From an optimization exercise on the open Yosys and OpenROAD flow, aimed at small area, a short achievable clock period and few clock cycles per item; shortcuts taken in it are not production practice.
Function was checked by simulation only, so behaviour that the tests miss may differ from the original.
No activity file was given, so power comes from the tool's default toggle rates.

== main ==
## direct_mapped_write_through_cache
module direct_mapped_write_through_cache (
    input  logic                            aclk,
    input  logic                            aresetn,
    input  logic                            s_valid,
    output logic                            s_ready,
    input  logic [dmc_pkg::DMC_OP_W-1:0]    s_opcode,
    input  logic [dmc_pkg::DMC_ADDR_W-1:0]  s_addr,
    input  logic [dmc_pkg::DMC_DATA_W-1:0]  s_write_data,
    output logic                            m_valid,
    input  logic                            m_ready,
    output logic [dmc_pkg::DMC_DATA_W-1:0]  m_read_data,
    output logic                            m_hit
);
Size: roughly 5700 cells after synthesis, roughly 33 I/O pins, roughly 100000 um^2 of cells after synthesis.
make LEC_CHECK=0 ABC_CLOCK_PERIOD_IN_PS=2300 CAP_MARGIN=20 CORE_MARGIN=2 CORE_UTILIZATION=70 CTS_CLUSTER_DIAMETER=80 CTS_CLUSTER_SIZE=28 SETUP_SLACK_MARGIN=3.5 SLEW_MARGIN=20 finish   # period 6.0 ns
run.sh (not shown) runs the stock make flow with config.mk's settings and CLKGATE_MAP_FILE= SYNTH_SCRIPT=/design/flow/synth_recipe.tcl, a recipe that flattens the netlist after the stock synthesis.
Testbench counts of main, summed over its fixed seeds: cycles 12,024, items 12,000.
### main -> the feature branch
diff --git a/flow/design.v b/flow/design.v
--- a/flow/design.v
+++ b/flow/design.v
@@ -14,36 +14,39 @@
     typedef enum logic [6:0] {
         ST_IDLE   = 7'b0000001,
         ST_LOOKUP = 7'b0000010,
         ST_FILL   = 7'b0000100,
         ST_DRAIN  = 7'b0001000,
         ST_RDWAIT = 7'b0010000,
         ST_UPD    = 7'b0100000,
         ST_DONE   = 7'b1000000
     } state_t;
 endpackage
 module dmc_ram (
     input  logic        aclk,
-    input  logic [63:0] wblk_ohn,
+    input  logic [3:0]  wtag_ohn,
+    input  logic [15:0] widx_ohn,
     input  logic [3:0]  woff_ohn,
     input  logic [7:0]  wdata,
     input  logic [63:0] rblk_oh,
     output logic [31:0] rblock
 );
     logic [31:0] mem [64];
     always_ff @(posedge aclk) begin
-        for (int j = 0; j < 64; j++) begin
-            for (int b = 0; b < 4; b++) begin
-                if (!(wblk_ohn[j] || woff_ohn[b])) begin
-                    mem[j][8*b +: 8] <= wdata;
+        for (int t = 0; t < 4; t++) begin
+            for (int i = 0; i < 16; i++) begin
+                for (int b = 0; b < 4; b++) begin
+                    if (!(wtag_ohn[t] || widx_ohn[i] || woff_ohn[b])) begin
+                        mem[16 * t + i][8*b +: 8] <= wdata;
+                    end
                 end
             end
         end
     end
     always_comb begin
         rblock = '0;
         for (int j = 0; j < 64; j++) begin
             rblock = rblock | (mem[j] & {32{rblk_oh[j]}});
         end
     end
 endmodule
 module dmc_tag_store (
@@ -103,28 +106,28 @@
     logic [7:0]  a_addr;
     logic [7:0]  a_wd;
     logic [15:0] a_idx_oh;
     logic [3:0]  a_tag_oh;
     logic [63:0] a_blk_oh;    
     logic        b_valid;
     logic        b_rd, b_wr, b_pl;
     logic [7:0]  b_addr;
     logic [7:0]  b_wd;
     logic        b_rw;        
     logic        b_wp;        
     logic [15:0] b_lwe;       
-    logic [63:0] b_mwe_n;     
+    logic [3:0]  b_wtag_ohn;  
+    logic [15:0] b_idx_ohn;   
     logic [3:0]  b_off_ohn;   
     logic [3:0]  b_off_oh;
-    logic [3:0]  b_wr_off;    
     logic [31:0] b_blk;       
     logic [3:0]  b_mfwd;      
     logic [7:0]  b_pwd;       
     logic [31:0] b_line;      
     logic [1:0]  b_tag;
     logic        b_v;
     logic       o_valid;
     logic [7:0] o_data, o_data_n;
     logic       o_hit, o_hit_n;
     logic       s_valid_q [SD];
     logic [7:0] s_data    [SD];
     logic       s_hit     [SD];
@@ -150,42 +153,43 @@
         .aclk    (aclk),
         .aresetn (aresetn),
         .we_oh   (b_lwe),
         .wtag    (b_addr[7:6]),
         .wline   (line_new),
         .ridx_oh (a_idx_oh),
         .rvalid  (rd_v),
         .rtag    (rd_tag),
         .rline   (rd_line)
     );
     dmc_ram u_main_ram (
         .aclk    (aclk),
-        .wblk_ohn (b_mwe_n),
+        .wtag_ohn (b_wtag_ohn),
+        .widx_ohn (b_idx_ohn),
         .woff_ohn (b_off_ohn),
         .wdata   (b_wd),
         .rblk_oh (a_blk_oh),
         .rblock  (rd_blk)
     );
     assign lfwd = b_rw && (b_addr[5:2] == a_addr[5:2]);
     always_comb begin
         for (int k = 0; k < 4; k++) begin
             mfwd[k] = b_wp && (b_addr[7:2] == a_addr[7:2]) && b_off_oh[k];
         end
     end
     assign hit = b_v && (b_tag == b_addr[7:6]);
     always_comb begin
         for (int k = 0; k < 4; k++) begin
             blk_f[8*k +: 8]    = b_mfwd[k] ? b_pwd : b_blk[8*k +: 8];
             base[8*k +: 8]     = hit ? b_line[8*k +: 8] : blk_f[8*k +: 8];
-            line_new[8*k +: 8] = b_wr_off[k] ? b_wd : base[8*k +: 8];
+            line_new[8*k +: 8] = (b_wr && b_off_oh[k]) ? b_wd : base[8*k +: 8];
         end
     end
     always_comb begin
         res_data = '0;
         if (b_rd) begin
             for (int k = 0; k < 4; k++) begin
                 res_data = res_data | (base[8*k +: 8] & {8{b_off_oh[k]}});
             end
         end else if (b_wr || b_pl) begin
             res_data = b_wd;
         end
         res_hit = (b_rd || b_wr) && hit;
@@ -202,35 +206,33 @@
         end
         for (int j = 0; j < 64; j++) begin
             a_blk_oh[j] <= accept && (s_addr[7:2] == 6'(j));
         end
         b_rd   <= (a_op == dmc_pkg::OP_READ);
         b_wr   <= (a_op == dmc_pkg::OP_WRITE);
         b_pl   <= (a_op == dmc_pkg::OP_PRELOAD);
         b_addr <= a_addr;
         b_wd   <= a_wd;
         b_rw   <= a_rw;
         b_wp   <= a_wp;
         for (int i = 0; i < 16; i++) begin
-            b_lwe[i] <= a_rw && a_idx_oh[i];
+            b_lwe[i]     <= a_rw && a_idx_oh[i];
+            b_idx_ohn[i] <= !a_idx_oh[i];
         end
         for (int t = 0; t < 4; t++) begin
-            for (int i = 0; i < 16; i++) begin
-                b_mwe_n[16 * t + i] <= !(a_wp && a_tag_oh[t] && a_idx_oh[i]);
-            end
+            b_wtag_ohn[t] <= !(a_wp && a_tag_oh[t]);
         end
         for (int k = 0; k < 4; k++) begin
             b_off_oh[k]  <= (a_addr[1:0] == 2'(k));
             b_off_ohn[k] <= (a_addr[1:0] != 2'(k));
-            b_wr_off[k]  <= (a_op == dmc_pkg::OP_WRITE) && (a_addr[1:0] == 2'(k));
         end
         b_blk  <= rd_blk;
         b_mfwd <= mfwd;
         b_pwd  <= b_wd;
         b_line <= lfwd ? line_new : rd_line;
         b_tag  <= lfwd ? b_addr[7:6] : rd_tag;
         b_v    <= lfwd ? 1'b1 : rd_v;
         if (!aresetn) begin
             a_valid <= 1'b0;
             b_valid <= 1'b0;
         end else begin
             a_valid <= accept;
==> comparison <==
- ~same number of cells produced by synthesis in main and the feature branch
- Worst relative slew slack, main and the feature branch, lower one = main.
- Run comparison: the feature branch startpoint of the worst setup timing path b_mfwd[3]$_DFF_P_; main startpoint of the worst setup timing path a_blk_oh[47]$_DFF_P_
- Between main and the feature branch, the summed area of non-filler cells in the final layout figures differ only marginally.
- Overall track demand over capacity in global routing: lower on the feature branch
- The slew at the pin closest to its max-slew limit of the feature branch falls short of that of main by 0.016 ns.
- The feature branch against main: area growth from synthesis to layout went up 0.69 points; proportion of power drawn by combinational gates saw an increase; die area down 0.64%; power after layout fell by about 1%.
- For number of vias per cell, the feature branch and main come out practically identical.
- main and the feature branch ended up with nearly the same worst-skew pair later-pin latency.
- Going from main to the feature branch, sequential share of power -0.2 points, setup slack -0.082 ns, aggregate routed wire length -2.5%.
Testbench counts of the feature branch, summed over its fixed seeds: cycles 12,024, items 12,000.

## afterwards: timing with drivers on the ports
Ports are ideal in the flow. The routed layouts listed here were re-timed in OpenROAD. Step 1 sets driving cells, clkbuf_16 on the clock port and buf_2 on the other inputs (assumed; they add their load-dependent delay and slew). Step 2 times the ports against the registers' clock, not the clock port: input delays grow and output delays shrink by t, the midpoint of the rising clock arrivals with the driver on. Slacks: ideal ports / drivers / drivers and shift; pairs: ideal ports / drivers.
run | t (ns) | setup slack, ns | worst setup path at the end | latest minus earliest clock arrival (ns) | worst slew at a driven data input, ns
main | 0.903 | 3.368 / 3.368 / 2.671 | input to register | 0.039 / 0.038 | 0.09
the feature branch | 0.898 | 3.286 / 3.286 / 2.732 | input to register | 0.043 / 0.042 | 0.06
After both steps setup and hold are still met in every run listed. For main, which loses most, drivers alone change the setup slack by 0.000 ns; drivers and shift together by -0.697 ns.
